Source: an optimization exercise on an open RTL-to-GDS flow (aim: a short achievable clock period and few clock cycles per item). Production flows keep margins and buffers that such runs may drop. In this exercise RTL edits were held to simulation tests only and were not proved equivalent to the original. Power figures rest on the tool's default switching activity, not on a simulated workload.

==> design/flow/design.v <==
package csma_pkg;
  localparam int SUB_SLOTS_DEF = 90;
  localparam int KIND_W = 3;
  localparam int MED_W = 2;
  localparam int ADDR_W = 48;
  localparam int DRAW_W = 32;
  localparam int ACT_W = 4;
  localparam int MST_W = 3;
  localparam int CFG_IDX_W = 3;
  localparam int CFG_DATA_W = 16;
  localparam int TIME_W = 16;
  localparam int CW_W = 10;
  localparam int RETRY_W = 4;
  localparam int CW_FULL_W = 26;
  localparam int CW_TOP = 1021;
  localparam logic [KIND_W-1:0] K_TICK = 3'd0;
  localparam logic [KIND_W-1:0] K_FRAME = 3'd1;
  localparam logic [KIND_W-1:0] K_MEDIUM = 3'd2;
  localparam logic [KIND_W-1:0] K_RX_END = 3'd3;
  localparam logic [KIND_W-1:0] K_TX_DONE = 3'd4;
  localparam logic [MED_W-1:0] MED_IDLE = 2'd0;
  localparam logic [MED_W-1:0] MED_RECV = 2'd2;
  localparam logic [MST_W-1:0] M_IDLE = 3'd0;
  localparam logic [MST_W-1:0] M_DEFER = 3'd1;
  localparam logic [MST_W-1:0] M_DIFS = 3'd2;
  localparam logic [MST_W-1:0] M_BACKOFF = 3'd3;
  localparam logic [MST_W-1:0] M_TRANSMIT = 3'd4;
  localparam logic [MST_W-1:0] M_ACKWAIT = 3'd5;
  localparam logic [MST_W-1:0] M_RECEIVE = 3'd6;
  localparam logic [MST_W-1:0] M_SIFS = 3'd7;
  localparam logic [ACT_W-1:0] A_NONE = 4'd0;
  localparam logic [ACT_W-1:0] A_SEND_DATA = 4'd1;
  localparam logic [ACT_W-1:0] A_SEND_ACK = 4'd2;
  localparam logic [ACT_W-1:0] A_DELIVER = 4'd3;
  localparam logic [ACT_W-1:0] A_DROP_FCS = 4'd4;
  localparam logic [ACT_W-1:0] A_DROP_ADDR = 4'd5;
  localparam logic [ACT_W-1:0] A_TX_OK = 4'd6;
  localparam logic [ACT_W-1:0] A_TX_BCAST = 4'd7;
  localparam logic [ACT_W-1:0] A_GIVE_UP = 4'd8;
  localparam logic [ACT_W-1:0] A_RETRY = 4'd9;
  localparam logic [CFG_IDX_W-1:0] R_USE_ACK = 3'd0;
  localparam logic [CFG_IDX_W-1:0] R_DIFS = 3'd1;
  localparam logic [CFG_IDX_W-1:0] R_SIFS = 3'd2;
  localparam logic [CFG_IDX_W-1:0] R_ACK_TO = 3'd3;
  localparam logic [CFG_IDX_W-1:0] R_CW_MIN = 3'd4;
  localparam logic [CFG_IDX_W-1:0] R_CW_MAX = 3'd5;
  localparam logic [CFG_IDX_W-1:0] R_CW_MC = 3'd6;
  localparam logic [CFG_IDX_W-1:0] R_RETRY = 3'd7;
endpackage
module csma_ctrl #(
  parameter int SUB_SLOTS = csma_pkg::SUB_SLOTS_DEF
) (
  input  logic                             clk,
  input  logic                             rst,
  input  logic                             in_valid,
  output logic                             in_ready,
  input  logic [csma_pkg::KIND_W-1:0]      kind,
  input  logic [csma_pkg::MED_W-1:0]       medium_req,
  input  logic                             fcs_ok,
  input  logic                             for_us,
  input  logic                             frame_is_ack,
  input  logic                             dest_broadcast,
  input  logic                             dest_multicast,
  input  logic [csma_pkg::ADDR_W-1:0]      source_address,
  input  logic [csma_pkg::DRAW_W-1:0]      random_draw,
  output logic                             out_valid,
  input  logic                             out_ready,
  output logic [csma_pkg::ACT_W-1:0]       action,
  output logic [csma_pkg::MST_W-1:0]       mac_state,
  output logic [csma_pkg::ADDR_W-1:0]      ack_destination,
  output logic                             want_frame,
  input  logic                             cfg_valid,
  input  logic [csma_pkg::CFG_IDX_W-1:0]   cfg_index,
  input  logic [csma_pkg::CFG_DATA_W-1:0]  cfg_data,
  output logic                             div_start,
  output logic                             div_fast,
  output logic                             div_kmc,      
  output logic [csma_pkg::RETRY_W-1:0]     div_krc,      
  output logic                             div_sel4,     
  output logic [csma_pkg::CW_W-1:0]        div_cw_min,
  output logic [csma_pkg::CW_W-1:0]        div_cw_max,
  output logic [csma_pkg::CW_W-1:0]        div_cw_mc,
  output logic [csma_pkg::DRAW_W-1:0]      div_draw,
  input  logic                             div_last,
  input  logic                             div_last_next,
  input  logic [$clog2(csma_pkg::CW_TOP * SUB_SLOTS + 2)-1:0] div_rem,
  input  logic                             div_rem_z,
  input  logic                             div_rem_1
);
  localparam int DW = $clog2(csma_pkg::CW_TOP * SUB_SLOTS + 2);
  localparam int TW = (DW > csma_pkg::TIME_W) ? DW : csma_pkg::TIME_W;
  localparam int EW = (SUB_SLOTS > 1) ? $clog2(SUB_SLOTS) : 1;
  localparam int WW = csma_pkg::ACT_W + csma_pkg::MST_W + csma_pkg::ADDR_W + 1;
  logic                  use_ack;
  logic [csma_pkg::TIME_W-1:0]     difs_ticks, sifs_ticks, ack_timeout_ticks;
  logic [csma_pkg::CW_W-1:0]       cw_min, cw_max, cw_multicast;
  logic [csma_pkg::RETRY_W-1:0]    retry_limit;
  always_ff @(posedge clk) begin
    if (rst) begin
      use_ack <= 1'b1;
      difs_ticks <= '0; sifs_ticks <= '0; ack_timeout_ticks <= '0;
      cw_min <= csma_pkg::CW_W'(31); cw_max <= csma_pkg::CW_W'(1023);
      cw_multicast <= csma_pkg::CW_W'(31); retry_limit <= csma_pkg::RETRY_W'(7);
    end else if (cfg_valid) begin
      unique case (cfg_index)
        csma_pkg::R_USE_ACK: use_ack <= cfg_data[0];
        csma_pkg::R_DIFS:    difs_ticks <= cfg_data;
        csma_pkg::R_SIFS:    sifs_ticks <= cfg_data;
        csma_pkg::R_ACK_TO:  ack_timeout_ticks <= cfg_data;
        csma_pkg::R_CW_MIN:  cw_min <= cfg_data[csma_pkg::CW_W-1:0];
        csma_pkg::R_CW_MAX:  cw_max <= cfg_data[csma_pkg::CW_W-1:0];
        csma_pkg::R_CW_MC:   cw_multicast <= cfg_data[csma_pkg::CW_W-1:0];
        csma_pkg::R_RETRY:   retry_limit <= cfg_data[csma_pkg::RETRY_W-1:0];
        default: ;
      endcase
    end
  end
  logic                  difs_z, difs_1, sifs_z, sifs_1, ato_z, ato_1;
  logic [15:0]           f4tab;          
  logic                  f4tab_mc;
  logic [15:0]           ttab;           
  logic                  ttab_mc;
  logic [15:0]           ftab;           
  logic                  ftab_mc;
  function automatic logic [csma_pkg::CW_W-1:0] cw_of(input logic [csma_pkg::CW_W-1:0] c_min,
                                                    input logic [csma_pkg::CW_W-1:0] c_max,
                                                    input int r);
    logic [csma_pkg::CW_FULL_W-1:0] full;
    logic [csma_pkg::CW_W-1:0] w;
    full = (csma_pkg::CW_FULL_W'(c_min) << r) | ((csma_pkg::CW_FULL_W'(1) << r) - csma_pkg::CW_FULL_W'(1));
    if (full > csma_pkg::CW_FULL_W'(c_max)) w = c_max;
    else w = full[csma_pkg::CW_W-1:0];
    if (w < csma_pkg::CW_W'(2)) w = csma_pkg::CW_W'(2);
    cw_of = w;
  endfunction
  always_ff @(posedge clk) begin
    difs_z <= (difs_ticks == '0); difs_1 <= (difs_ticks == csma_pkg::TIME_W'(1));
    sifs_z <= (sifs_ticks == '0); sifs_1 <= (sifs_ticks == csma_pkg::TIME_W'(1));
    ato_z <= (ack_timeout_ticks == '0); ato_1 <= (ack_timeout_ticks == csma_pkg::TIME_W'(1));
    for (int r = 0; r < 16; r++) f4tab[r] <= (cw_of(cw_min, cw_max, r) == csma_pkg::CW_W'(4));
    f4tab_mc <= (cw_multicast == csma_pkg::CW_W'(4));
    for (int r = 0; r < 16; r++)
      ttab[r] <= (cw_max <= csma_pkg::CW_W'(2)) || (r == 0 && cw_min <= csma_pkg::CW_W'(2)) ||
                 (r == 1 && cw_min == '0);
    ttab_mc <= (cw_multicast <= csma_pkg::CW_W'(2));
    for (int r = 0; r < 16; r++)
      ftab[r] <= (cw_of(cw_min, cw_max, r) == csma_pkg::CW_W'(3)) ||
                 (cw_of(cw_min, cw_max, r) == csma_pkg::CW_W'(4));
    ftab_mc <= (cw_multicast == csma_pkg::CW_W'(3)) || (cw_multicast == csma_pkg::CW_W'(4));
  end
  logic                  irv, in_ready_r;
  logic                  i_kT, i_kF, i_kM, i_kR, i_kX;    
  logic                  i_free, i_recv;                  
  logic                  i_fcs, i_forus, i_isack, i_bc, i_mc;
  logic [csma_pkg::ADDR_W-1:0]     i_src;
  logic [csma_pkg::DRAW_W-1:0]     i_draw;
  assign in_ready = in_ready_r;
  always_ff @(posedge clk) begin
    if (in_ready_r) begin
      i_kT <= (kind == csma_pkg::K_TICK); i_kF <= (kind == csma_pkg::K_FRAME);
      i_kM <= (kind == csma_pkg::K_MEDIUM); i_kR <= (kind == csma_pkg::K_RX_END);
      i_kX <= (kind == csma_pkg::K_TX_DONE);
      i_free <= (medium_req == csma_pkg::MED_IDLE); i_recv <= (medium_req == csma_pkg::MED_RECV);
      i_fcs <= fcs_ok; i_forus <= for_us;
      i_isack <= frame_is_ack; i_bc <= dest_broadcast; i_mc <= dest_multicast;
      i_src <= source_address; i_draw <= random_draw;
    end
  end
  logic [7:0]            s1h;                 
  logic                  held, fbc, fmc;      
  logic                  bv;                  
  logic [DW-1:0]         bl;                  
  logic                  blz, bl1, pbl;       
  logic [TW-1:0]         tl;                  
  logic                  tz, t1, ptl;         
  logic                  td;                  
  logic [EW-1:0]         et;                  
  logic [csma_pkg::RETRY_W-1:0]    rc;
  logic                  rge;                 
  logic [csma_pkg::ADDR_W-1:0]     ack_addr;
  localparam logic [2:0] T_HOLD = 3'd0, T_DEC = 3'd1, T_ACK = 3'd2, T_SIFS = 3'd3,
                         T_DIFS = 3'd4, T_BL = 3'd5;
  localparam logic [1:0] B_HOLD = 2'd0, B_ZERO = 2'd1, B_REM = 2'd2, B_FRZ = 2'd3;
  localparam logic [1:0] E_HOLD = 2'd0, E_INC = 2'd1, E_ZERO = 2'd2;
  localparam logic [1:0] RC_HOLD = 2'd0, RC_ZERO = 2'd1, RC_INC = 2'd2;
  localparam logic [1:0] G_A = 2'd0, G_B = 2'd1, G_F = 2'd2;
  localparam int EVW = 40;
  function automatic logic [DW-1:0] ks_add(input logic [DW-1:0] a, input logic [DW-1:0] b);
    logic [DW-1:0] g, p, gg, pp, gn, pn;
    g = a & b;
    p = a ^ b;
    gg = g; pp = p;
    for (int d = 1; d < DW; d = d * 2) begin
      gn = gg; pn = pp;
      for (int i = d; i < DW; i++) begin
        gn[i] = gg[i] | (pp[i] & gg[i - d]);
        pn[i] = pp[i] & pp[i - d];
      end
      gg = gn; pp = pn;
    end
    ks_add = p ^ {gg[DW-2:0], 1'b0};
  endfunction
  function automatic logic [EVW-1:0] evalf(
    input logic [2:0] ms,
    input logic kT, kF, kM, kR, kX, free_m, recv_m,
    input logic e_fcs, e_forus, e_isack, e_bc, e_mc,
    input logic held, fbc, fmc, bv, td, rge, use_ack);
    logic [csma_pkg::MST_W-1:0] st;
    logic [csma_pkg::ACT_W-1:0] act;
    logic n_held, n_fbc, n_fmc, n_bv, aa_ld, sf, eb, gen, frame_new;
    logic [2:0] tl_sel;
    logic [1:0] bl_sel, et_sel, rc_op, gsel;
    st = ms; act = csma_pkg::A_NONE;
    n_held = held; n_fbc = fbc; n_fmc = fmc; n_bv = bv;
    tl_sel = T_HOLD; bl_sel = B_HOLD; et_sel = E_HOLD; rc_op = RC_HOLD;
    aa_ld = 1'b0; sf = 1'b0; eb = 1'b0; gen = 1'b0; gsel = G_A; frame_new = 1'b0;
    if (kF) begin
      if (!held) begin
        n_held = 1'b1; n_fbc = e_bc; n_fmc = e_mc;
        n_bv = 1'b0; bl_sel = B_ZERO; rc_op = RC_ZERO; frame_new = 1'b1;
        if (ms == csma_pkg::M_IDLE) sf = 1'b1;
      end
    end else begin
      case (ms)
        csma_pkg::M_DEFER: begin
          if (kM) begin
            if (free_m) sf = 1'b1;
            else if (recv_m) st = csma_pkg::M_RECEIVE;
          end
        end
        csma_pkg::M_DIFS: begin
          if (kT) begin
            tl_sel = T_DEC;
            if (td) eb = 1'b1;
          end else if (kM) begin
            if (recv_m) st = csma_pkg::M_RECEIVE;
            else if (!free_m) st = csma_pkg::M_DEFER;
          end
        end
        csma_pkg::M_BACKOFF: begin
          if (kT) begin
            et_sel = E_INC; tl_sel = T_DEC;
            if (td) begin
              n_bv = 1'b0; bl_sel = B_ZERO;
              st = csma_pkg::M_TRANSMIT; act = csma_pkg::A_SEND_DATA;
            end
          end else if (kM && !free_m) begin
            bl_sel = B_FRZ; et_sel = E_ZERO;
            st = recv_m ? csma_pkg::M_RECEIVE : csma_pkg::M_DEFER;
          end
        end
        csma_pkg::M_TRANSMIT: begin
          if (kX) begin
            if (fbc || !use_ack) begin
              n_held = 1'b0; n_fbc = 1'b0; n_fmc = 1'b0; n_bv = 1'b0;
              bl_sel = B_ZERO; rc_op = RC_ZERO;
              st = csma_pkg::M_IDLE; act = fbc ? csma_pkg::A_TX_BCAST : csma_pkg::A_TX_OK;
            end else begin
              tl_sel = T_ACK; st = csma_pkg::M_ACKWAIT;
            end
          end
        end
        csma_pkg::M_ACKWAIT: begin
          if (kR) begin
            if (e_fcs && e_forus && e_isack) begin
              n_held = 1'b0; n_fbc = 1'b0; n_fmc = 1'b0; n_bv = 1'b0;
              bl_sel = B_ZERO; rc_op = RC_ZERO;
              st = csma_pkg::M_IDLE; act = csma_pkg::A_TX_OK;
            end
          end else if (kT) begin
            tl_sel = T_DEC;
            if (td) begin
              st = csma_pkg::M_IDLE;
              if (rge) begin
                n_held = 1'b0; n_fbc = 1'b0; n_fmc = 1'b0; n_bv = 1'b0;
                bl_sel = B_ZERO; rc_op = RC_ZERO;
                act = csma_pkg::A_GIVE_UP;
              end else begin
                rc_op = RC_INC;
                gen = 1'b1; gsel = G_B; bl_sel = B_REM; n_bv = 1'b1;
                act = csma_pkg::A_RETRY;
              end
            end
          end
        end
        csma_pkg::M_RECEIVE: begin
          if (kR) begin
            st = csma_pkg::M_IDLE;
            if (!e_fcs) act = csma_pkg::A_DROP_FCS;
            else if (e_isack) act = csma_pkg::A_NONE;
            else if (e_bc) act = csma_pkg::A_DELIVER;
            else if (e_forus) begin
              act = csma_pkg::A_DELIVER;
              if (use_ack) begin
                aa_ld = 1'b1; tl_sel = T_SIFS; st = csma_pkg::M_SIFS;
              end
            end else act = csma_pkg::A_DROP_ADDR;
          end
        end
        csma_pkg::M_SIFS: begin
          if (kT) begin
            tl_sel = T_DEC;
            if (td) begin
              st = csma_pkg::M_IDLE; act = csma_pkg::A_SEND_ACK;
            end
          end
        end
        default: ;
      endcase
    end
    if (!sf && st == csma_pkg::M_IDLE) begin
      if (recv_m) st = csma_pkg::M_RECEIVE;
      else if (n_held) sf = 1'b1;
    end
    if (sf) begin
      if (!free_m) st = csma_pkg::M_DEFER;
      else if (use_ack) begin
        tl_sel = T_DIFS; st = csma_pkg::M_DIFS;
      end else eb = 1'b1;
    end
    if (eb) begin
      if (!n_bv) begin
        gen = 1'b1; gsel = frame_new ? G_F : G_A; bl_sel = B_REM; n_bv = 1'b1;
      end
      tl_sel = T_BL; et_sel = E_ZERO; st = csma_pkg::M_BACKOFF;
    end
    evalf = {st, act, n_held, n_fbc, n_fmc, n_bv, 8'(1) << st, 6'(1) << tl_sel, 4'(1) << bl_sel,
             3'(1) << et_sel, 3'(1) << rc_op, 3'(1) << gsel, aa_ld, gen};
  endfunction
  logic [csma_pkg::MST_W-1:0]      st;
  logic [csma_pkg::ACT_W-1:0]      act;
  logic                  n_held, n_fbc, n_fmc, n_bv;
  logic [7:0]            st_oh;
  logic [5:0]            tl_oh;
  logic [3:0]            bl_oh;
  logic [2:0]            et_oh, rc_oh, gs_oh;
  logic                  aa_ld, gen, send_ack;
  logic [EVW-1:0]        ev;
  always_comb begin
    ev = '0;
    for (int k = 0; k < 8; k++) begin
      if (s1h[k])
        ev = ev | evalf(3'(k), i_kT, i_kF, i_kM, i_kR, i_kX, i_free, i_recv,
                        i_fcs, i_forus, i_isack, i_bc, i_mc,
                        held, fbc, fmc, bv, td, rge, use_ack);
    end
    {st, act, n_held, n_fbc, n_fmc, n_bv, st_oh, tl_oh, bl_oh, et_oh, rc_oh, gs_oh, aa_ld, gen} = ev;
    send_ack = i_kT && s1h[csma_pkg::M_SIFS] && td;
  end
  logic                  k_mc, triv, tr_a, tr_b, tr_f, fast, fa_a, fa_b, fa_f;
  logic                  s4, s4_a, s4_b, s4_f;
  logic [csma_pkg::RETRY_W-1:0]    k_rc;
  always_comb begin
    tr_a = (fbc | fmc) ? ttab_mc : ttab[rc];
    tr_b = (fbc | fmc) ? ttab_mc : ttab[rc + csma_pkg::RETRY_W'(1)];
    tr_f = (i_bc | i_mc) ? ttab_mc : ttab[0];
    fa_a = (fbc | fmc) ? ftab_mc : ftab[rc];
    fa_b = (fbc | fmc) ? ftab_mc : ftab[rc + csma_pkg::RETRY_W'(1)];
    fa_f = (i_bc | i_mc) ? ftab_mc : ftab[0];
    s4_a = (fbc | fmc) ? f4tab_mc : f4tab[rc];
    s4_b = (fbc | fmc) ? f4tab_mc : f4tab[rc + csma_pkg::RETRY_W'(1)];
    s4_f = (i_bc | i_mc) ? f4tab_mc : f4tab[0];
    if (gs_oh[G_B]) begin
      k_mc = fbc | fmc; k_rc = rc + csma_pkg::RETRY_W'(1); triv = tr_b; fast = fa_b; s4 = s4_b;
    end else if (gs_oh[G_F]) begin
      k_mc = i_bc | i_mc; k_rc = '0; triv = tr_f; fast = fa_f; s4 = s4_f;
    end else begin
      k_mc = fbc | fmc; k_rc = rc; triv = tr_a; fast = fa_a; s4 = s4_a;
    end
  end
  logic [DW-1:0]         bl_n;
  logic                  blz_n, bl1_n, pbl_n;
  logic [TW-1:0]         tl_n;
  logic                  tz_n, t1_n, ptl_n;
  logic [7:0]            s1h_n;
  logic [EW-1:0]         et_n;
  logic [csma_pkg::RETRY_W-1:0]    rc_n;
  logic                  rge_n;
  always_comb begin
    bl_n = ({DW{bl_oh[B_FRZ]}} & ks_add(DW'(tl), DW'(et))) | ({DW{bl_oh[B_HOLD]}} & bl);
    blz_n = bl_oh[B_ZERO] | bl_oh[B_REM] | (bl_oh[B_FRZ] & tz & (et == '0)) | (bl_oh[B_HOLD] & blz);
    bl1_n = (bl_oh[B_FRZ] & ((tz & (et == EW'(1))) | (t1 & (et == '0)))) | (bl_oh[B_HOLD] & bl1);
    pbl_n = (bl_oh[B_REM] & !triv) | (bl_oh[B_FRZ] & ptl) | (bl_oh[B_HOLD] & pbl);
    tl_n = ({TW{tl_oh[T_DEC]}} & (tz ? tl : tl - TW'(1))) |
           ({TW{tl_oh[T_ACK]}} & TW'(ack_timeout_ticks)) |
           ({TW{tl_oh[T_SIFS]}} & TW'(sifs_ticks)) |
           ({TW{tl_oh[T_DIFS]}} & TW'(difs_ticks)) |
           ({TW{tl_oh[T_BL] & !bl_oh[B_REM]}} & TW'(bl)) |
           ({TW{tl_oh[T_HOLD]}} & tl);
    tz_n = (tl_oh[T_DEC] & td) | (tl_oh[T_ACK] & ato_z) | (tl_oh[T_SIFS] & sifs_z) |
           (tl_oh[T_DIFS] & difs_z) | (tl_oh[T_BL] & (bl_oh[B_REM] | blz)) | (tl_oh[T_HOLD] & tz);
    t1_n = (tl_oh[T_DEC] & (tl == TW'(2))) | (tl_oh[T_ACK] & ato_1) | (tl_oh[T_SIFS] & sifs_1) |
           (tl_oh[T_DIFS] & difs_1) | (tl_oh[T_BL] & !bl_oh[B_REM] & bl1) | (tl_oh[T_HOLD] & t1);
    ptl_n = (tl_oh[T_DEC] & ptl) | (tl_oh[T_BL] & (bl_oh[B_REM] ? !triv : pbl)) | (tl_oh[T_HOLD] & ptl);
    s1h_n = st_oh;
    et_n = ({EW{et_oh[E_INC]}} & ((et == EW'(SUB_SLOTS - 1)) ? '0 : et + EW'(1))) |
           ({EW{et_oh[E_HOLD]}} & et);
    rge_n = (rc_oh[RC_ZERO] & (retry_limit == '0)) |
            (rc_oh[RC_INC] & (rc + csma_pkg::RETRY_W'(1) >= retry_limit)) |
            (rc_oh[RC_HOLD] & (rc >= retry_limit));
    rc_n = ({csma_pkg::RETRY_W{rc_oh[RC_INC]}} & (rc + csma_pkg::RETRY_W'(1))) |
           ({csma_pkg::RETRY_W{rc_oh[RC_HOLD]}} & rc);
  end
  logic                  ov0, ov1;
  logic [WW-1:0]         w0, w1, wn;
  logic                  commit, pop;
  logic                  commit_r;
  assign commit = commit_r;
  assign pop = ov0 && out_ready;
  assign wn = {act, st, send_ack ? ack_addr : csma_pkg::ADDR_W'(0), (st == csma_pkg::M_IDLE) && !n_held};
  assign div_start = commit && gen && !triv;
  assign div_fast = fast;
  assign div_kmc = k_mc;
  assign div_krc = k_rc;
  assign div_sel4 = s4;
  assign div_cw_min = cw_min;
  assign div_cw_max = cw_max;
  assign div_cw_mc = cw_multicast;
  assign div_draw = i_draw;
  always_ff @(posedge clk) begin
    if (rst) begin
      s1h <= 8'd1; held <= 1'b0; fbc <= 1'b0; fmc <= 1'b0; bv <= 1'b0;
      bl <= '0; blz <= 1'b1; bl1 <= 1'b0; pbl <= 1'b0;
      tl <= '0; tz <= 1'b1; t1 <= 1'b0; ptl <= 1'b0; td <= 1'b1;
      et <= '0; rc <= '0; rge <= 1'b0; ack_addr <= '0;
    end else if (commit) begin
      s1h <= s1h_n; held <= n_held; fbc <= n_fbc; fmc <= n_fmc; bv <= n_bv;
      bl <= bl_n; blz <= blz_n; bl1 <= bl1_n; pbl <= pbl_n;
      tl <= tl_n; tz <= tz_n; t1 <= t1_n; ptl <= ptl_n; td <= tz_n | t1_n;
      et <= et_n; rc <= rc_n; rge <= rge_n;
      if (aa_ld) ack_addr <= i_src;
    end else begin
      rge <= (rc >= retry_limit);
    end
    if (!rst && !commit && div_last) begin
      if (pbl) begin
        bl <= div_rem; blz <= div_rem_z; bl1 <= div_rem_1; pbl <= 1'b0;
      end
      if (ptl) begin
        tl <= TW'(div_rem); tz <= div_rem_z; t1 <= div_rem_1; ptl <= 1'b0;
        td <= div_rem_z | div_rem_1;
      end
    end
  end
  logic irv_n, ov1_n, ptl_nx, stall_nx;
  always_comb begin
    irv_n = (in_valid && in_ready_r) || (irv && !commit);
    if (ov1) ov1_n = !pop;
    else ov1_n = commit && ov0 && !pop;
    ptl_nx = commit ? ptl_n : (div_last ? 1'b0 : ptl);
    stall_nx = div_last_next ||
               (ptl_nx && (commit ? s1h_n[csma_pkg::M_BACKOFF] : s1h[csma_pkg::M_BACKOFF]) &&
                (in_ready_r ? (kind == csma_pkg::K_TICK) : i_kT));
  end
  always_ff @(posedge clk) begin
    if (rst) begin
      irv <= 1'b0; ov0 <= 1'b0; ov1 <= 1'b0; in_ready_r <= 1'b1; commit_r <= 1'b0;
    end else begin
      irv <= irv_n;
      if (!ov0 || pop) ov0 <= ov1 || commit;
      ov1 <= ov1_n;
      commit_r <= irv_n && !ov1_n && !stall_nx;
      in_ready_r <= !irv_n || (!ov1_n && !div_last_next && !ptl_nx);
    end
  end
  always_ff @(posedge clk) begin
    if (!ov0 || pop) w0 <= ov1 ? w1 : wn;
    if (!ov1) w1 <= wn;
  end
  assign out_valid = ov0;
  assign {action, mac_state, ack_destination, want_frame} = w0;
endmodule
module csma_dp #(
  parameter int SUB_SLOTS = csma_pkg::SUB_SLOTS_DEF
) (
  input  logic                           clk,
  input  logic                           rst,
  input  logic                           start,
  input  logic                           fast,   
  input  logic                           kmc,      
  input  logic [csma_pkg::RETRY_W-1:0]   krc,      
  input  logic                           sel4,     
  input  logic [csma_pkg::CW_W-1:0]      cw_min,
  input  logic [csma_pkg::CW_W-1:0]      cw_max,
  input  logic [csma_pkg::CW_W-1:0]      cw_mc,
  input  logic [csma_pkg::DRAW_W-1:0]    draw,
  input  logic                           cap,       
  input  logic [csma_pkg::DRAW_W-1:0]    draw_in,   
  output logic                           last,
  output logic                           last_next,
  output logic [$clog2(csma_pkg::CW_TOP * SUB_SLOTS + 2)-1:0] rem,
  output logic                           rem_z,
  output logic                           rem_1
);
  localparam int DW = $clog2(csma_pkg::CW_TOP * SUB_SLOTS + 2);
  localparam int NNIB = csma_pkg::DRAW_W / 4;
  localparam int CNT_W = $clog2(csma_pkg::DRAW_W + 1);
  localparam int D1 = SUB_SLOTS + 1;           
  localparam int D2 = 2 * SUB_SLOTS + 1;       
  localparam int KW = $clog2(D2);              
  localparam int SW = KW + 3;                  
  function automatic int nib_res(input int d, input int i, input int n);
    longint p;
    p = 1;
    for (int k = 0; k < i; k++) p = (p * 16) % d;
    nib_res = int'((p * n) % d);
  endfunction
  function automatic logic [KW-1:0] nib_tab(input int d, input int i, input logic [3:0] n);
    logic [KW-1:0] t [0:15];
    for (int k = 0; k < 16; k++) t[k] = KW'(nib_res(d, i, k));
    nib_tab = t[n];
  endfunction
  function automatic logic [csma_pkg::CW_W-1:0] cw_clamp(input logic [csma_pkg::CW_FULL_W-1:0] full,
                                                      input logic [csma_pkg::CW_W-1:0] c_max);
    logic [csma_pkg::CW_W-1:0] w;
    if (full > csma_pkg::CW_FULL_W'(c_max)) w = c_max;
    else w = full[csma_pkg::CW_W-1:0];
    if (w < csma_pkg::CW_W'(2)) w = csma_pkg::CW_W'(2);
    cw_clamp = w;
  endfunction
  localparam logic [2:0] P_IDLE = 3'd0, P_A = 3'd1, P_B = 3'd2, P_D = 3'd3, P_IT = 3'd4,
                         P_K = 3'd5, P_F = 3'd6;
  logic [2:0]                    ph;
  logic                          kmc_r, sel4_r;
  logic [csma_pkg::RETRY_W-1:0]  krc_r;
  logic [csma_pkg::CW_W-1:0]     cw_r, cwmin_r, cwmax_r, cwmc_r;
  logic [csma_pkg::CW_FULL_W-1:0] full_r;
  logic [csma_pkg::DRAW_W-1:0]   q;
  logic [SW-1:0]                 c1a, c1b, c2a, c2b;    
  logic [DW-1:0]                 d_r, r, d_a, d_b, d_c;
  logic [CNT_W-1:0]              cnt;
  logic [KW-1:0]   n1 [0:NNIB-1], n2 [0:NNIB-1];
  logic [6*SW-1:0] w1, w2;
  always_comb begin
    for (int i = 0; i < NNIB; i++) begin
      n1[i] = nib_tab(D1, i, draw_in[4*i +: 4]);
      n2[i] = nib_tab(D2, i, draw_in[4*i +: 4]);
    end
  end
  always_ff @(posedge clk) begin
    if (cap) begin
      w1 <= csa8to6({n1[7], n1[6], n1[5], n1[4], n1[3], n1[2], n1[1], n1[0]});
      w2 <= csa8to6({n2[7], n2[6], n2[5], n2[4], n2[3], n2[2], n2[1], n2[0]});
    end
  end
  function automatic logic [SW-1:0] ks_add(input logic [SW-1:0] a, input logic [SW-1:0] b);
    logic [SW-1:0] g, p, gg, pp, gn, pn;
    g = a & b;
    p = a ^ b;
    gg = g; pp = p;
    for (int d = 1; d < SW; d = d * 2) begin
      gn = gg; pn = pp;
      for (int i = d; i < SW; i++) begin
        gn[i] = gg[i] | (pp[i] & gg[i - d]);
        pn[i] = pp[i] & pp[i - d];
      end
      gg = gn; pp = pn;
    end
    ks_add = p ^ {gg[SW-2:0], 1'b0};
  endfunction
  function automatic logic [2*SW-1:0] fa3(input logic [SW-1:0] x, input logic [SW-1:0] y,
                                          input logic [SW-1:0] z);
    fa3 = {x ^ y ^ z, ((x & y) | (x & z) | (y & z)) << 1};
  endfunction
  function automatic logic [6*SW-1:0] csa8to6(input logic [8*KW-1:0] v);
    logic [SW-1:0] x [0:7];
    logic [SW-1:0] a0, b0, a1, b1;
    for (int i = 0; i < 8; i++) x[i] = SW'(v[KW*i +: KW]);
    {a0, b0} = fa3(x[0], x[1], x[2]);
    {a1, b1} = fa3(x[3], x[4], x[5]);
    csa8to6 = {a0, b0, a1, b1, x[6], x[7]};
  endfunction
  function automatic logic [2*SW-1:0] csa6to2(input logic [6*SW-1:0] w);
    logic [SW-1:0] a2, b2, a3, b3, a4, b4;
    {a2, b2} = fa3(w[5*SW +: SW], w[4*SW +: SW], w[3*SW +: SW]);
    {a3, b3} = fa3(w[2*SW +: SW], w[SW +: SW], w[0 +: SW]);
    {a4, b4} = fa3(a2, b2, a3);
    csa6to2 = fa3(a4, b4, b3);
  endfunction
  localparam int XW = SW + 1;                  
  function automatic logic [XW-1:0] ks_addx(input logic [XW-1:0] a, input logic [XW-1:0] b);
    logic [XW-1:0] g, p, gg, pp, gn, pn;
    g = a & b;
    p = a ^ b;
    gg = g; pp = p;
    for (int d = 1; d < XW; d = d * 2) begin
      gn = gg; pn = pp;
      for (int i = d; i < XW; i++) begin
        gn[i] = gg[i] | (pp[i] & gg[i - d]);
        pn[i] = pp[i] & pp[i - d];
      end
      gg = gn; pp = pn;
    end
    ks_addx = p ^ {gg[XW-2:0], 1'b0};
  endfunction
  function automatic logic [KW-1:0] red8cs(input logic [SW-1:0] a, input logic [SW-1:0] b,
                                           input int d);
    logic [XW-1:0] x, y, z, t;
    logic [KW-1:0] res;
    res = '0;
    for (int m = 0; m < 8; m++) begin
      x = XW'(a); y = XW'(b); z = XW'(-(m * d));
      t = ks_addx(x ^ y ^ z, ((x & y) | (x & z) | (y & z)) << 1);
      if (!t[XW-1]) res = t[KW-1:0];
    end
    red8cs = res;
  endfunction
  logic [DW:0]    trial;
  logic [DW-1:0]  r_next;
  always_comb begin
    trial = {r, q[csma_pkg::DRAW_W-1]};
    if (trial >= {1'b0, d_r}) r_next = DW'(trial - {1'b0, d_r});
    else r_next = trial[DW-1:0];
    if (ph == P_F) rem = r;
    else if (sel4_r) rem = DW'(red8cs(c2a, c2b, D2));
    else rem = DW'(red8cs(c1a, c1b, D1));
  end
  assign last_next = (start && fast) || (ph == P_IT && cnt == CNT_W'(1));
  function automatic logic sum_is(input logic [SW-1:0] a, input logic [SW-1:0] b, input int k);
    logic [SW-1:0] kk;
    kk = SW'(k);
    sum_is = ((a ^ b ^ kk) == (((a & b) | ((a ^ b) & ~kk)) << 1));
  endfunction
  function automatic logic is_res(input logic [SW-1:0] a, input logic [SW-1:0] b,
                                  input int d, input int k);
    logic hit;
    hit = 1'b0;
    for (int m = 0; m < 8; m++) if (sum_is(a, b, m * d + k)) hit = 1'b1;
    is_res = hit;
  endfunction
  always_comb begin
    if (ph == P_F) begin
      rem_z = (r == '0);
      rem_1 = (r == DW'(1));
    end else if (sel4_r) begin
      rem_z = is_res(c2a, c2b, D2, 0);
      rem_1 = is_res(c2a, c2b, D2, 1);
    end else begin
      rem_z = is_res(c1a, c1b, D1, 0);
      rem_1 = is_res(c1a, c1b, D1, 1);
    end
  end
  always_ff @(posedge clk) begin
    if (rst) last <= 1'b0;
    else last <= last_next;
  end
  always_ff @(posedge clk) begin
    if (rst) ph <= P_IDLE;
    else begin
      unique case (ph)
        P_IDLE: if (start && !fast) ph <= P_K;
        P_K: ph <= P_A;
        P_A: ph <= P_B;
        P_B: ph <= P_D;
        P_D: ph <= P_IT;
        P_IT: if (cnt == CNT_W'(1)) ph <= P_F;
        P_F: ph <= P_IDLE;
        default: ph <= P_IDLE;
      endcase
    end
  end
  always_ff @(posedge clk) begin
    if (ph == P_IDLE) begin
      kmc_r <= kmc; krc_r <= krc; sel4_r <= sel4;
      cwmin_r <= cw_min; cwmax_r <= cw_max; cwmc_r <= cw_mc;
      q <= draw;
    end else if (ph == P_IT) begin
      q <= q << 1;
    end
    {c1a, c1b} <= csa6to2(w1);
    {c2a, c2b} <= csa6to2(w2);
    full_r <= (csma_pkg::CW_FULL_W'(cwmin_r) << krc_r) |
              ((csma_pkg::CW_FULL_W'(1) << krc_r) - csma_pkg::CW_FULL_W'(1));
    if (kmc_r) cw_r <= (cwmc_r < csma_pkg::CW_W'(2)) ? csma_pkg::CW_W'(2) : cwmc_r;
    else cw_r <= cw_clamp(full_r, cwmax_r);
    d_a <= DW'(cw_r) * DW'(SUB_SLOTS & ~7);
    d_c <= DW'(cw_r) * DW'(SUB_SLOTS & 7);
    d_b <= d_a + d_c - DW'(2 * SUB_SLOTS - 1);
    if (ph == P_D) begin
      r <= '0;
      cnt <= CNT_W'(csma_pkg::DRAW_W);
    end else if (ph == P_IT) begin
      r <= r_next;
      cnt <= cnt - CNT_W'(1);
    end
  end
  assign d_r = d_b;
endmodule
module csma_ca_mac_controller #(
  parameter int SUB_SLOTS = csma_pkg::SUB_SLOTS_DEF
) (
  input  logic                             clk,
  input  logic                             rst,
  input  logic                             in_valid,
  output logic                             in_ready,
  input  logic [csma_pkg::KIND_W-1:0]      kind,
  input  logic [csma_pkg::MED_W-1:0]       medium_req,
  input  logic                             fcs_ok,
  input  logic                             for_us,
  input  logic                             frame_is_ack,
  input  logic                             dest_broadcast,
  input  logic                             dest_multicast,
  input  logic [csma_pkg::ADDR_W-1:0]      source_address,
  input  logic [csma_pkg::DRAW_W-1:0]      random_draw,
  output logic                             out_valid,
  input  logic                             out_ready,
  output logic [csma_pkg::ACT_W-1:0]       action,
  output logic [csma_pkg::MST_W-1:0]       mac_state,
  output logic [csma_pkg::ADDR_W-1:0]      ack_destination,
  output logic                             want_frame,
  input  logic                             cfg_valid,
  output logic                             cfg_ready,
  input  logic [csma_pkg::CFG_IDX_W-1:0]   cfg_index,
  input  logic [csma_pkg::CFG_DATA_W-1:0]  cfg_data
);
  localparam int DW = $clog2(csma_pkg::CW_TOP * SUB_SLOTS + 2);
  logic                          div_start, div_fast;
  logic                          div_kmc, div_sel4;
  logic [csma_pkg::RETRY_W-1:0]  div_krc;
  logic [csma_pkg::CW_W-1:0]     div_cw_min, div_cw_max, div_cw_mc;
  logic [csma_pkg::DRAW_W-1:0]   div_draw;
  logic                          div_last, div_last_next;
  logic [DW-1:0]                 div_rem;
  logic                          div_rem_z, div_rem_1;
  assign cfg_ready = 1'b1;
  csma_ctrl #(.SUB_SLOTS(SUB_SLOTS)) u_ctrl (
    .clk             (clk),
    .rst             (rst),
    .in_valid        (in_valid),
    .in_ready        (in_ready),
    .kind            (kind),
    .medium_req      (medium_req),
    .fcs_ok          (fcs_ok),
    .for_us          (for_us),
    .frame_is_ack    (frame_is_ack),
    .dest_broadcast  (dest_broadcast),
    .dest_multicast  (dest_multicast),
    .source_address  (source_address),
    .random_draw     (random_draw),
    .out_valid       (out_valid),
    .out_ready       (out_ready),
    .action          (action),
    .mac_state       (mac_state),
    .ack_destination (ack_destination),
    .want_frame      (want_frame),
    .cfg_valid       (cfg_valid),
    .cfg_index       (cfg_index),
    .cfg_data        (cfg_data),
    .div_start       (div_start),
    .div_fast        (div_fast),
    .div_kmc         (div_kmc),
    .div_krc         (div_krc),
    .div_sel4        (div_sel4),
    .div_cw_min      (div_cw_min),
    .div_cw_max      (div_cw_max),
    .div_cw_mc       (div_cw_mc),
    .div_draw        (div_draw),
    .div_last        (div_last),
    .div_last_next   (div_last_next),
    .div_rem         (div_rem),
    .div_rem_z       (div_rem_z),
    .div_rem_1       (div_rem_1)
  );
  csma_dp #(.SUB_SLOTS(SUB_SLOTS)) u_dp (
    .clk       (clk),
    .rst       (rst),
    .start     (div_start),
    .fast      (div_fast),
    .kmc       (div_kmc),
    .krc       (div_krc),
    .sel4      (div_sel4),
    .cw_min    (div_cw_min),
    .cw_max    (div_cw_max),
    .cw_mc     (div_cw_mc),
    .draw      (div_draw),
    .cap       (in_ready),
    .draw_in   (random_draw),
    .last      (div_last),
    .last_next (div_last_next),
    .rem       (div_rem),
    .rem_z     (div_rem_z),
    .rem_1     (div_rem_1)
  );
endmodule
==> design/flow/flow/run.sh <==
#!/bin/bash
# Standard layout, with the timing repair aiming further below the clock period.
set -e
export SETUP_SLACK_MARGIN=8
bash standard.sh > standard_flow.log 2>&1
==> design/flow/standard.sh <==
#!/bin/bash
# synth_recipe.tcl (not shown) runs the flow's synth.tcl, then flattens the netlist and writes it again
# the make line also repeats each setting of config.mk as NAME=value (left out here)
make -C /OpenROAD-flow-scripts/flow DESIGN_CONFIG=/design/flow/config.mk WORK_HOME=/design/flow/orfs CLKGATE_MAP_FILE= SYNTH_SCRIPT=/design/flow/synth_recipe.tcl "${@:-finish}"
==> design/flow/config.mk <==
export PLATFORM = sky130hd
export DESIGN_NAME = csma_ca_mac_controller
export DESIGN_NICKNAME = csma_ca_mac_controller
export VERILOG_FILES = /design/flow/design.v
export SDC_FILE = /design/flow/constraint.sdc
export NUM_CORES = 4
export LEC_CHECK = 0
export ABC_CLOCK_PERIOD_IN_PS = 3000
export CAP_MARGIN = 20
export CORE_MARGIN = 2
export CORE_UTILIZATION = 40
export CTS_CLUSTER_DIAMETER = 100
export CTS_CLUSTER_SIZE = 25
export SLEW_MARGIN = 20
==> design/flow/constraint.sdc <==
create_clock -name core_clock -period 11.0 [get_ports {clk}]
set_input_delay 2.2000 -clock core_clock [delete_from_list [all_inputs] [get_ports {clk}]]
set_output_delay 2.2000 -clock core_clock [all_outputs]
set_load 0.01 [all_outputs]
==> key figures, run 1 <==
Clocking
  – Total clock sinks: 721
  – Clock Latency Late Sink: 630 ps
  – Post-cts hold buffer count: 0
  – Clock-pin transition on the worst setup and hold timing paths: 100 ps
  – Clock Path Buffers: 3
  – Htree depth: 2
  – CTS tree: yes
  – Number of CTS-inserted buffers: 37
  – CTS root buf: clkbuf_16

Synth
  – Synth warn: 22
  – Synth Net Count: 4691
  – Cell variety after synth: 106
  – Top post-synthesis cells by area: edfxtp_1 (21%), dfxtp_1 (21%), ha_1 (9.7%)
  – Synth Register Bits: 721
  – Post-synth ARST share: 0%
  – Post-Syn Instances: 4162
  – Seq/Total Area, Yosys: 42.62%
  – Post-synth top area cell: edfxtp_1
  – EDFF count, synth: 291
  – Top_reg_cell synth: dfxtp_1
  – Syn avg cell area: 9.780 µm²
  – Cell Area, Synth: 40700 µm²
  – Area fraction of the dominant cell type after synthesis: 21.47%

Final layout
  – Layout cells sized above 1: 19.87%
  – Fillers: 9404
  – Non-filler cells, final: 5806
  – Commonest non-fill, non-tap cell in the layout: dfxtp_1
  – Ant diodes: 0
  – Most frequent cells in the layout: dfxtp_1 (402), nand2_1 (396), inv_1 (293)
  – Area Growth Syn to Fin: 20.51%
  – Nets: 4939

STA
  – Final setup TNS: 0 ps
  – Min cycle time layout: 3427 ps
  – Worst Skew: 44.56 ps
  – Fmax: 291.8 MHz
  – Slew Limit Fails: 0
  – Fin. Hold Viols: 0
  – Worst-Margin Slew: 1046 ps
  – Relative slew slack: 30.20%
  – Crit share post-route: 31.15%
  – RSZ-0062 raised after global routing: yes
  – Final setup viols: 0

Worst setup path
  – R2R Path End: u_ctrl.tl[7]
  – Setup crit end kind: register
  – R2r setup slk: 7570 ps
  – Largest stage delay on the critical path: 440 ps
  – WP data arrival: 3950 ps
  – Reg2Reg Launch Point: u_dp.c2b[3]
  – Critical Path Start Type: register
  – Crit-path cells: inv_2 -> ha_4 -> buf_6 -> buf_6 -> ha_4 -> a211o_1 -> a311oi_2 -> buf_4 -> buf_6 -> o31ai_4 -> a21oi_2 -> a2111o_1 -> a211o_4 -> nor3b_2 -> o2bb2ai_1
  – Critical path type: reg2reg
  – Most used cell, CP: buf_6
  – Critical-path top delay cell: a2111o_1
  – Required time of the critical path: 11530 ps
  – Worst-path maximum fanout: 5
  – Worst R2R Path Depth: 15

Min path
  – Depth of the worst hold-timing path: 0
  – Worst hold start: u_dp.d_a[3]
  – Min-delay worst type: reg2reg
  – Worst Hold Path EP: u_dp.d_b[1]

Pwr
  – Sw power: 6856 µW
  – Total Power: 15230 µW
  – Sequential Power Share: 24.4%
  – Internal power: 8373 µW
  – Gate power share: 65.1%
  – Switching share of power: 45.02%
  – PwrDens: 310.4 nW/µm²
  – Clock share of power: 10.5%
  – Static Leak: 0.01945 µW
  – Worst vdd ir: 0.2182 mV

Floorplan
  – Die ar.: 104300 µm²
  – Starting Density: 40.18%
  – Vert. Die Dim: 323 µm
  – Rows: 117
  – Core box area: 101300 µm²
  – I/O pins: 173
  – Die W: 323 µm

Drt
  – Via/cell ratio: 5.573
  – DR pass1 iterations: 5
  – First DRT Iteration DRCs: 2572
  – Final wirelength: 118900 µm
  – Vias: 32350
  – WL/cell: 20.49 µm
  – Antenna-violating nets left: 0
  – DRC Markers: 0

Flow run
  – MaxCap Viol Count: 0

Global route
  – Number of global-route vias before repair: 31410
  – GRT overflow: 0
  – Antenna violations before repair: 0
  – Overall Global Routing Usage: 22.08%
  – First-pass GRT wire length: 182200 µm
  – Largest net degree at the start of global routing: 140

Place
  – GPL Wtd Cong: 0.9162
  – IO buf count: 171
  – Dpl hpwl: 81190 µm
  – Cell count after placement: 5525

Run status
  – Status: no timing/DRC/antenna violations
==> cell usage after synthesis (all sizes together), types with 13 or more instances <==
| master | number |
|---|---|
| dfxtp | 430 |
| nand2 | 417 |
| inv | 334 |
| ha | 315 |
| edfxtp | 291 |
| a21oi | 290 |
| nor2 | 290 |
| o21ai | 216 |
| clkbuf | 152 |
| fa | 100 |
| nand3 | 83 |
| nor3 | 80 |
| xnor2 | 77 |
| nor2b | 69 |
| a22o | 55 |
| mux2 | 55 |
| nand2b | 54 |
| mux2i | 49 |
| buf | 47 |
| a22oi | 45 |
| xor2 | 41 |
| nor4 | 38 |
| a211oi | 37 |
| nand4 | 37 |
| a21o | 36 |
| a211o | 33 |
| a31oi | 31 |
| o211ai | 26 |
| o21a | 24 |
| and3 | 23 |
| mux4 | 22 |
| o22ai | 20 |
| nand3b | 19 |
| or3 | 19 |
| a221o | 18 |
| o21bai | 18 |
| a221oi | 17 |
| a222oi | 17 |
| a32oi | 17 |
| and2 | 16 |
| nor3b | 16 |
| o31ai | 16 |
| or2 | 13 |
==> flip-flops by register name (all words and copies together) (netlist names), 17 cells and up <==
register / cells
u_ctrl.tl: 17
u_dp.q: 32
u_dp.w1: 36
u_ctrl.i_draw: 28
u_ctrl.ack_addr: 48
u_ctrl.bl: 17
u_ctrl.w1: 56
u_dp.r: 17
u_ctrl.w0: 56
u_ctrl.i_src: 48
u_dp.full_r: 26
u_dp.w2: 44
==> repair_timing <==
item | CTS | global route
pin swaps | 120 | 100
setup buffers | 140 | 61
resized for setup | 740 | 145
gates cloned | 11 | 2
setup endpoints to repair | 377 | 234
==> power groups by stage <==
stage | sequential (µW) | clock (µW) | combinational (µW)
finish | 3710 | 1600 | 9920
global route | 3760 | 1730 | 10800
CTS | 3720 | 1650 | 9190
detailed placement | 3770 | 0 | 7400
global placement | 3770 | 0 | 7410
floorplan | 3570 | 0 | 5600
==> per-layer routing <==
layer / up-vias / wire (µm) / track usage (%)
met3: 218 / 5433 / 2.110
met1: 15720 / 50970 / 29.03
li1: 15410 / - / -
met2: 1004 / 58650 / 38.32
met5: - / 0 / 0
met4: 0 / 3891 / 6.760
==> cell families (layout without fill, tap and decap cells) <==
group / after synthesis / in the layout / share of synthesized area (%)
DFF: 721 / 721 / 42.62
and+or+nand+nor: 1216 / 1221 / 14.33
AOI/OAI and AO/OA: 1030 / 1031 / 16.90
other: 2 / 2 / 0.01845
buffers and inverters: 534 / 804 / 5.053
adders and majority gates: 415 / 415 / 14.60
muxes: 126 / 126 / 3.944
xor gates and xnor gates: 118 / 118 / 2.539
==> metrics by stage <==
| step | area (µm²) | hold slack [ps] | setup slack (ps) | utilization [%] |
|---|---|---|---|---|
| floorplan | 41530 | 330.8 | 7224 | - |
| global placement | 44080 | 354.4 | 5788 | 43.52 |
| detailed placement | 44090 | 356.1 | 5779 | 43.52 |
| CTS | 47950 | 372.9 | 7566 | 47.34 |
| global route | 49050 | 373.6 | 7510 | 48.42 |
| finish | 49050 | 376.5 | 7573 | 48.42 |
==> worst max path at each step <==
| stage | start | endpoint | slack (ps) |
|---|---|---|---|
| 3_5_place_dp | rst | u_ctrl.bl[5] | 5780 |
| 2_1_floorplan | random_draw[21] | u_dp.w1[33] | 7220 |
| 6_report | u_dp.c2b[3] | u_ctrl.tl[7] | 7570 |
| 3_3_place_gp | rst | u_ctrl.bl[16] | 5790 |
| 5_1_grt | u_dp.c2b[3] | u_ctrl.bl[2] | 7510 |
| 4_1_cts | u_ctrl.in_ready_r | in_ready | 7570 |
==> critical path: cells and delay by family (launching register included) <==
family | cells | cell delay [ps]
flip-flops | 1 | 360
buffers and inverters | 5 | 550
AND/OR/NAND/NOR | 1 | 160
AO/OA/AOI/OAI | 7 | 1740
adder cells (fa/ha/maj) | 2 | 530
==> final cells by class <==
cell class                 instances  area (µm²)  share of cell area, %
multi-input combinational       2913       23760                  48.43
sequential                       721       17400                  35.48
timing repair buffer             402        3700                  7.542
tap                             1368        1712                  3.489
inverter                         335        1323                  2.696
clock buffer                      56        1028                  2.097
clock inverter                    11       128.9                 0.2627
Testbench counts, summed over its fixed seeds: cycles 16,164, events 16,000.
==> inputs of run 2 (changes only) <==
--- a/design/flow/design.v
+++ b/design/flow/design.v
@@ -521,3 +521,3 @@
   localparam logic [2:0] P_IDLE = 3'd0, P_A = 3'd1, P_B = 3'd2, P_D = 3'd3, P_IT = 3'd4,
-                         P_K = 3'd5, P_F = 3'd6;
+                         P_K = 3'd5, P_F = 3'd6, P_R = 3'd7;
   logic [2:0]                    ph;
@@ -531,31 +531,11 @@
   logic [CNT_W-1:0]              cnt;
-  logic [KW-1:0]   n1 [0:NNIB-1], n2 [0:NNIB-1];
-  logic [6*SW-1:0] w1, w2;
-  always_comb begin
-    for (int i = 0; i < NNIB; i++) begin
-      n1[i] = nib_tab(D1, i, draw_in[4*i +: 4]);
-      n2[i] = nib_tab(D2, i, draw_in[4*i +: 4]);
-    end
-  end
+  logic [8*KW-1:0] w1, w2;
   always_ff @(posedge clk) begin
     if (cap) begin
-      w1 <= csa8to6({n1[7], n1[6], n1[5], n1[4], n1[3], n1[2], n1[1], n1[0]});
-      w2 <= csa8to6({n2[7], n2[6], n2[5], n2[4], n2[3], n2[2], n2[1], n2[0]});
-    end
-  end
-  function automatic logic [SW-1:0] ks_add(input logic [SW-1:0] a, input logic [SW-1:0] b);
-    logic [SW-1:0] g, p, gg, pp, gn, pn;
-    g = a & b;
-    p = a ^ b;
-    gg = g; pp = p;
-    for (int d = 1; d < SW; d = d * 2) begin
-      gn = gg; pn = pp;
-      for (int i = d; i < SW; i++) begin
-        gn[i] = gg[i] | (pp[i] & gg[i - d]);
-        pn[i] = pp[i] & pp[i - d];
+      for (int i = 0; i < NNIB; i++) begin
+        w1[KW*i +: KW] <= nib_tab(D1, i, draw_in[4*i +: 4]);
+        w2[KW*i +: KW] <= nib_tab(D2, i, draw_in[4*i +: 4]);
       end
-      gg = gn; pp = pn;
     end
-    ks_add = p ^ {gg[SW-2:0], 1'b0};
-  endfunction
+  end
   function automatic logic [2*SW-1:0] fa3(input logic [SW-1:0] x, input logic [SW-1:0] y,
@@ -564,5 +544,5 @@
   endfunction
-  function automatic logic [6*SW-1:0] csa8to6(input logic [8*KW-1:0] v);
+  function automatic logic [2*SW-1:0] csa8to2(input logic [8*KW-1:0] v);
     logic [SW-1:0] x [0:7];
-    logic [SW-1:0] a0, b0, a1, b1;
+    logic [SW-1:0] a0, b0, a1, b1, a2, b2, a3, b3, a4, b4;
     for (int i = 0; i < 8; i++) x[i] = SW'(v[KW*i +: KW]);
@@ -570,10 +550,6 @@
     {a1, b1} = fa3(x[3], x[4], x[5]);
-    csa8to6 = {a0, b0, a1, b1, x[6], x[7]};
-  endfunction
-  function automatic logic [2*SW-1:0] csa6to2(input logic [6*SW-1:0] w);
-    logic [SW-1:0] a2, b2, a3, b3, a4, b4;
-    {a2, b2} = fa3(w[5*SW +: SW], w[4*SW +: SW], w[3*SW +: SW]);
-    {a3, b3} = fa3(w[2*SW +: SW], w[SW +: SW], w[0 +: SW]);
+    {a2, b2} = fa3(a0, b0, a1);
+    {a3, b3} = fa3(b1, x[6], x[7]);
     {a4, b4} = fa3(a2, b2, a3);
-    csa6to2 = fa3(a4, b4, b3);
+    csa8to2 = fa3(a4, b4, b3);
   endfunction
@@ -608,3 +584,3 @@
   logic [DW:0]    trial;
-  logic [DW-1:0]  r_next;
+  logic [DW-1:0]  r_next, r_fast;
   always_comb begin
@@ -613,31 +589,8 @@
     else r_next = trial[DW-1:0];
-    if (ph == P_F) rem = r;
-    else if (sel4_r) rem = DW'(red8cs(c2a, c2b, D2));
-    else rem = DW'(red8cs(c1a, c1b, D1));
-  end
-  assign last_next = (start && fast) || (ph == P_IT && cnt == CNT_W'(1));
-  function automatic logic sum_is(input logic [SW-1:0] a, input logic [SW-1:0] b, input int k);
-    logic [SW-1:0] kk;
-    kk = SW'(k);
-    sum_is = ((a ^ b ^ kk) == (((a & b) | ((a ^ b) & ~kk)) << 1));
-  endfunction
-  function automatic logic is_res(input logic [SW-1:0] a, input logic [SW-1:0] b,
-                                  input int d, input int k);
-    logic hit;
-    hit = 1'b0;
-    for (int m = 0; m < 8; m++) if (sum_is(a, b, m * d + k)) hit = 1'b1;
-    is_res = hit;
-  endfunction
-  always_comb begin
-    if (ph == P_F) begin
-      rem_z = (r == '0);
-      rem_1 = (r == DW'(1));
-    end else if (sel4_r) begin
-      rem_z = is_res(c2a, c2b, D2, 0);
-      rem_1 = is_res(c2a, c2b, D2, 1);
-    end else begin
-      rem_z = is_res(c1a, c1b, D1, 0);
-      rem_1 = is_res(c1a, c1b, D1, 1);
-    end
+    r_fast = sel4_r ? DW'(red8cs(c2a, c2b, D2)) : DW'(red8cs(c1a, c1b, D1));
+    rem = r;
   end
+  assign last_next = (ph == P_R) || (ph == P_IT && cnt == CNT_W'(1));
+  assign rem_z = (r == '0);
+  assign rem_1 = (r == DW'(1));
   always_ff @(posedge clk) begin
@@ -650,3 +603,4 @@
       unique case (ph)
-        P_IDLE: if (start && !fast) ph <= P_K;
+        P_IDLE: if (start) ph <= fast ? P_R : P_K;
+        P_R: ph <= P_F;
         P_K: ph <= P_A;
@@ -669,4 +623,4 @@
     end
-    {c1a, c1b} <= csa6to2(w1);
-    {c2a, c2b} <= csa6to2(w2);
+    {c1a, c1b} <= csa8to2(w1);
+    {c2a, c2b} <= csa8to2(w2);
     full_r <= (csma_pkg::CW_FULL_W'(cwmin_r) << krc_r) |
@@ -684,2 +638,4 @@
       cnt <= cnt - CNT_W'(1);
+    end else if (ph == P_R) begin
+      r <= r_fast;
     end
==> design/flow/flow/run.sh (replaced) <==
#!/bin/bash
# Standard layout, with the timing repair aiming further below the clock period.
set -e
export SETUP_SLACK_MARGIN=9
bash standard.sh > standard_flow.log 2>&1
==> key figures, run 2 <==
Worst setup path
  – WP data arrival: 1170 ps (-2780 ps)
  – Buf+Inv Stages, Crit Path: 1 (-4)
  – Worst-path maximum fanout: 1 (-4)
  – Cell family with most CP delay: flip-flops
  – Reg2Reg Launch Point: u_dp.c2a[3]
  – Critical path type: reg2out
  – Required time of the critical path: 8800 ps (-2730 ps)
  – Critical-path top delay cell: edfxtp_1
  – Critical Path Start Type: register
  – Setup crit end kind: output port
  – Crit-path cells: buf_2
  – Largest stage delay on the critical path: 410 ps (-30 ps)
  – Crit path from: u_ctrl.w0[0]

Drt
  – First DRT Iteration DRCs: 3286 (+28%)
  – Met2 Routed Length: 59820 µm (+2.0%)
  – DR pass1 iterations: 7 (+2)
  – M1 WL: 58830 µm (+15%)
  – DRC Markers: 0 (unchanged)
  – Vias: 34450 (+6.5%)
  – Antenna-violating nets left: 0 (unchanged)
  – Final wirelength: 130400 µm (+9.6%)
  – WL/cell: 21.40 µm (+4.5%)
  – DR top layer: met4
  – Via/cell ratio: 5.655 (+1.5%)
  – Metal3 WL: 8988 µm (+65%)

Final layout
  – Largest regs: u_ctrl.w0 (56), u_ctrl.w1 (56)
  – Fillers: 8333 (-11%)
  – Commonest non-fill, non-tap cell in the layout: nand2_1
  – Register area: 17340 µm² (-0.36%)
  – Area Growth Syn to Fin: 38.64%
  – Multi-input gate area: 25840 µm² (+8.7%)
  – Layout cells sized above 1: 35.80% (+16 points)
  – Nets: 5292 (+7.1%)
  – Most frequent cells in the layout: nand2_1 (452), dfxtp_1 (362), buf_4 (289)

Global route
  – First-pass GRT wire length: 193000 µm (+5.9%)
  – Antenna violations before repair: 6 (+6)
  – Largest net degree at the start of global routing: 163 (+16%)
  – Number of global-route vias before repair: 32420 (+3.2%)
  – GRT overflow: 0 (unchanged)
  – Overall Global Routing Usage: 23.87% (+1.8 points)

Floorplan
  – Die W: 320.8 µm (-0.69%)
  – Core box area: 99710 µm² (-1.6%)
  – Starting Density: 40.25% (+0.074 points)
  – Vert. Die Dim: 320.8 µm (-0.69%)
  – Die ar.: 102900 µm² (-1.4%)
  – Rows: 116 (-0.85%)
  – I/O pins: 173 (unchanged)

Synth
  – Seq/Total Area, Yosys: 42.77% (+0.15 points)
  – Syn avg cell area: 9.552 µm² (-2.3%)
  – Area fraction of the dominant cell type after synthesis: 21.45% (-0.022 points)
  – Top post-synthesis cells by area: dfxtp_1 (21%), edfxtp_1 (21%), ha_1 (9.8%)
  – Post-Syn Instances: 4202 (+0.96%)
  – Post-synth top area cell: dfxtp_1
  – Cell variety after synth: 105 (-0.94%)
  – Synth cell count leaders: nand2_1 (572), dfxtp_1 (430), inv_1 (378)
  – Most common cell in the netlist: nand2_1
  – Cell Area, Synth: 40140 µm² (-1.4%)
  – Synth Register Bits: 715 (-0.83%)
  – Synth warn: 20 (-9.1%)
  – EDFF count, synth: 285 (-2.1%)
  – Synth Net Count: 4729 (+0.81%)
  – Top_reg_cell synth: dfxtp_1
  – Post-synth ARST share: 0% (unchanged)

Place
  – GPL Wtd Cong: 0.8909 (-2.8%)
  – IO buf count: 171 (unchanged)
  – Dpl hpwl: 79920 µm (-1.6%)

STA
  – RSZ-0062 raised after global routing: yes
  – Fmax: 297.1 MHz (+1.8%)
  – Worst Skew: 45.53 ps (+0.9718 ps)
  – Crit share post-route: 30.60% (-0.55 points)
  – Relative slew slack: 30.88% (+0.68 points)
  – Fin. Hold Viols: 0 (unchanged)
  – Final setup viols: 0 (unchanged)
  – Min cycle time layout: 3366 ps (-60.89 ps)
  – Worst-Margin Slew: 1037 ps (-9.049 ps)
  – Min Hold Slack: 377.9 ps (+1.454 ps)
  – Slew Limit Fails: 0 (unchanged)
  – Final setup TNS: 0 ps (unchanged)

Pwr
  – Static Leak: 0.02251 µW (+16%)
  – PwrDens: 282.2 nW/µm² (-9.1%)
  – Total Power: 15710 µW (+3.1%)
  – Worst vdd ir: 0.2750 mV (+26%)

Clocking
  – Clock Latency Late Sink: 620 ps (about the same)
  – Total clock sinks: 715 (-0.83%)
  – Clock-pin transition on the worst setup and hold timing paths: 100 ps (about the same)
  – Htree depth: 2 (unchanged)
  – Clock Path Buffers: 3 (unchanged)
  – Post-cts hold buffer count: 0 (unchanged)
  – CTS root buf: clkbuf_16
  – Number of CTS-inserted buffers: 36 (-2.7%)
  – CTS tree: yes

Min path
  – Min-delay worst type: reg2reg
  – Worst hold start: u_dp.d_a[3]

Run status
  – Status: no timing/DRC/antenna violations

Flow run
  – MaxCap Viol Count: 0 (unchanged)
## run 2: kinds of logic (layout without fill, tap and decap cells)
| logic type | after synthesis | count (layout) | share of synthesized area, % |
|---|---|---|---|
| compound gates | 973 | 973 | 16.13 |
| xor+xnor | 108 | 108 | 2.357 |
| fa+ha+maj | 413 | 413 | 14.74 |
| buf+inv | 579 | 1160 | 5.627 |
| flops | 715 | 715 | 42.77 |
| mux | 110 | 110 | 3.451 |
| other cells | 2 | 5 | 0.01871 |
| simple gates | 1302 | 1310 | 14.90 |
## run 2: metrics by stage
stage	instance area, µm²	setup slack, ps	instances	utilization [%]
final	55650	7634	6092	55.81
after global routing	55640	7584	6090	55.80
after CTS	52420	7604	5931	52.57
after detailed placement	44690	6426	5494	44.82
after global placement	44690	6409	5494	44.82
after floorplan	42790	7401	4202	-
## run 2: power breakdown
part	internal, µW	switching [µW]	total [µW]
clock	656	899	1550
combinational	4880	5580	10500
sequential	3330	349	3680
total	8870	6830	15700
## run 2: worst paths after layout
check	depth (start not counted)	endpoint	slack, ps
max	1	want_frame	7630
min	0	u_dp.d_b[1]	380
max reg2reg	15	u_dp.r[5]	7820
min reg2reg	0	u_dp.d_b[1]	380
## run 2: timing repair
action,4_1_cts,5_1_grt
setup endpoints to repair,767,565
gates resized for setup,1409,450
gates cloned,49,11
pin swaps,280,271
setup buffers,324,147
## run 2: layout make-up
cell class,count,share of cell area (%)
diodes,3,0.01349
clock buffers,58,1.823
clock inverters,6,0.1282
inverters,381,2.921
multi-input cells,2916,46.43
flip-flops and latches,715,31.16
well taps,1298,2.918
repair buffers,714,14.59
repair inverters,1,0.01349
## run 2: metal layers
metal	up-vias	GRT usage (%)
li1	16030	-
met1	16930	34.97
met2	1287	38.10
met3	208	2.978
met4	0	4.289
met5	-	0
Testbench counts of run 2, summed over its fixed seeds: cycles 16,197, events 16,000.
==> inputs of run 3 (changes only) <==
==> design/flow/flow/run.sh (replaced) <==
#!/bin/bash
# Standard layout, with the timing repair aiming further below the clock period.
set -e
export SETUP_SLACK_MARGIN=8
bash standard.sh > standard_flow.log 2>&1
==> key figures, run 3 <==
Drt
  – DR pass1 iterations: 8 (+1)
  – Vias: 32120 (-6.8%)
  – First DRT Iteration DRCs: 2708 (-18%)
  – Via/cell ratio: 5.580 (-1.3%)
  – WL/cell: 20.11 µm (-6.0%)
  – Final wirelength: 115700 µm (-11%)
  – Antenna-violating nets left: 0 (unchanged)

Clocking
  – Clock Latency Late Sink: 610 ps (about the same)
  – Post-cts hold buffer count: 0 (unchanged)
  – Clock-pin transition on the worst setup and hold timing paths: 100 ps (about the same)
  – CTS tree: yes
  – Total clock sinks: 715 (unchanged)
  – Clock Path Buffers: 3 (unchanged)

Synth
  – Post-synth top area cell: dfxtp_1
  – Post-Syn Instances: 4202 (unchanged)
  – Top post-synthesis cells by area: dfxtp_1 (21%), edfxtp_1 (21%), ha_1 (9.8%)
  – Synth Net Count: 4729 (unchanged)
  – Most common cell in the netlist: nand2_1
  – Seq/Total Area, Yosys: 42.77% (unchanged)
  – Post-synth ARST share: 0% (unchanged)
  – Synth Register Bits: 715 (unchanged)
  – Syn avg cell area: 9.552 µm² (unchanged)
  – Synth warn: 20 (unchanged)
  – Area fraction of the dominant cell type after synthesis: 21.45% (unchanged)
  – Cell variety after synth: 105 (unchanged)

Worst setup path
  – Critical-path top delay cell: edfxtp_1
  – Largest stage delay on the critical path: 410 ps (about the same)
  – Critical path type: reg2out
  – R2R Path End: u_dp.r[5]
  – Worst-path maximum fanout: 1 (unchanged)
  – Cell family with most CP delay: flip-flops
  – Setup crit end kind: output port
  – Reg2Reg Launch Point: u_dp.c1b[2]
  – Crit-path cells: buf_6
  – R2r setup slk: 7820 ps (about the same)
  – Required time of the critical path: 8800 ps (about the same)

Place
  – Dpl hpwl: 80440 µm (+0.66%)
  – Dpl ws: 6576 ps (+150.2 ps)
  – Placed inst area: 43290 µm² (-3.1%)
  – IO buf count: 171 (unchanged)

Final layout
  – Largest regs: u_ctrl.w0 (56), u_ctrl.w1 (56)
  – Layout cells sized above 1: 17.37% (-18 points)
  – Nets: 4953 (-6.4%)
  – Most frequent cells in the layout: nand2_1 (561), dfxtp_1 (398), inv_1 (341)
  – Commonest non-fill, non-tap cell in the layout: nand2_1
  – Final instance area: 47620 µm² (-14%)

STA
  – Slew Limit Fails: 0 (unchanged)
  – Fmax: 297.6 MHz (+0.16%)
  – Fin. Hold Viols: 0 (unchanged)
  – Min cycle time layout: 3360 ps (-5.500 ps)
  – Final setup TNS: 0 ps (unchanged)
  – Worst Skew: 29.50 ps (-16.03 ps)
  – Worst-Margin Slew: 1048 ps (+11.60 ps)
  – Final setup viols: 0 (unchanged)

Floorplan
  – Rows: 116 (unchanged)
  – Die W: 320.8 µm (unchanged)
  – Starting Density: 40.25% (unchanged)
  – Die ar.: 102900 µm² (unchanged)
  – Core box area: 99710 µm² (unchanged)
  – I/O pins: 173 (unchanged)
  – Vert. Die Dim: 320.8 µm (unchanged)

Min path
  – Depth of the worst hold-timing path: 0 (unchanged)
  – Worst hold start: u_dp.d_a[3]
  – Worst Hold Path EP: u_dp.d_b[1]

Pwr
  – Worst vdd ir: 0.2303 mV (-16%)

Global route
  – First-pass GRT wire length: 178100 µm (-7.7%)
  – Number of global-route vias before repair: 31050 (-4.3%)
  – Largest net degree at the start of global routing: 91 (-44%)
  – Antenna violations before repair: 8 (+2)

Run status
  – Status: no timing/DRC/antenna violations

Flow run
  – MaxCap Viol Count: 0 (unchanged)
==> run 3: cell types whose count changed in the layout (fill, tap and decap cells not counted), moves of 65 or more <==
cell | before | now
nand2_1 | 452 | 561
buf_6 | 141 | 26
o21ai_0 | 88 | 155
ha_4 | 105 | 40
a21oi_2 | 151 | 30
clkdlybuf4s50_1 | 6 | 82
a21oi_1 | 125 | 254
buf_4 | 289 | 168
nand2_2 | 85 | 5
==> run 3: layout make-up <==
cell class / instances / area [µm²]
diodes: 2 / 5.005
repair buffers: 376 / 3321
inverters: 381 / 1484
well taps: 1298 / 1624
multi-input cells: 2914 / 22740
fillers: 9259 / 52090
flip-flops and latches: 715 / 17220
clock inverters: 14 / 167.7
clock buffers: 55 / 1056
==> run 3: repair_timing <==
action | CTS | global route
gates resized for setup | 614 | 149
buffers inserted | 110 | 62
setup endpoints to repair | 331 | 164
pin swaps | 112 | 127
cloned | 9 | 4
==> run 3: worst max-delay path by stage <==
stage                       from             endpoint  slack, ps  cells past startpoint
6_report           u_ctrl.w0[53]            action[1]       7640                      1
5_1_grt            u_ctrl.w0[53]            action[1]       7580                      1
4_1_cts            u_ctrl.w0[14]  ack_destination[13]       7600                      1
3_5_place_dp                 rst         u_ctrl.bl[8]       6580                      5
3_3_place_gp                 rst        u_ctrl.bl[16]       6620                      5
2_1_floorplan  u_ctrl.in_ready_r             in_ready       7400                      0
==> run 3: stage by stage <==
stage	power [µW]	cells	hold slack, ps
2_1_floorplan	8734	4202	330.8
3_3_place_gp	10520	5498	356.7
3_5_place_dp	10570	5499	354.3
4_1_cts	13890	5687	360.3
5_1_grt	15770	5755	362.9
6_report	14760	5755	358.2
==> run 3: where the power goes <==
part	leakage [µW]	switching [µW]	internal (µW)
Clock	0.000589	928	704
Sequential	0.00657	352	3330
Combinational	0.0123	5260	4190
Total	0.0194	6540	8220
==> run 3: routing by layer <==
metal / global-route usage, % / share of wire, % / vias up
met5: 0 / 0.022 / -
met4: 6.521 / 3.2 / 4
met3: 2.122 / 4.9 / 228
met2: 38.49 / 50 / 959
met1: 27.84 / 42 / 15650
li1: - / - / 15270
==> run 3: kinds of logic (layout without fill, tap and decap cells) <==
family,after synthesis,in the layout,share of synthesized area [%]
compound gates,973,974,16.13
flops,715,715,42.77
other cells,2,4,0.01871
xor+xnor,108,108,2.357
simple gates,1302,1307,14.90
buf+inv,579,826,5.627
fa+ha+maj,413,413,14.74
mux,110,110,3.451

## re-timing with driven ports
The flow's constraints put no driver on any port. The routed layouts listed below were extracted and timed again, unchanged, in two steps.
Step 1 assumes that a clkbuf_16 drives the clock port and a buf_2 every other input.
Step 2, shift: input delay + t, output delay - t, t = (earliest + latest rising clock arrival at the registers) / 2. This alone moves slack from input paths to output paths.
a / b / c = ideal ports / drivers / drivers and shift; a / b = the first two.
run | t, ns | slack for setup (ns)
run 1 | 0.669 | 7.573 / 7.562 / 6.930
run 2 | 0.669 | 7.634 / 7.562 / 7.310
run 3 | 0.663 | 7.640 / 7.572 / 7.282
After both steps setup and hold are still met in every run listed.
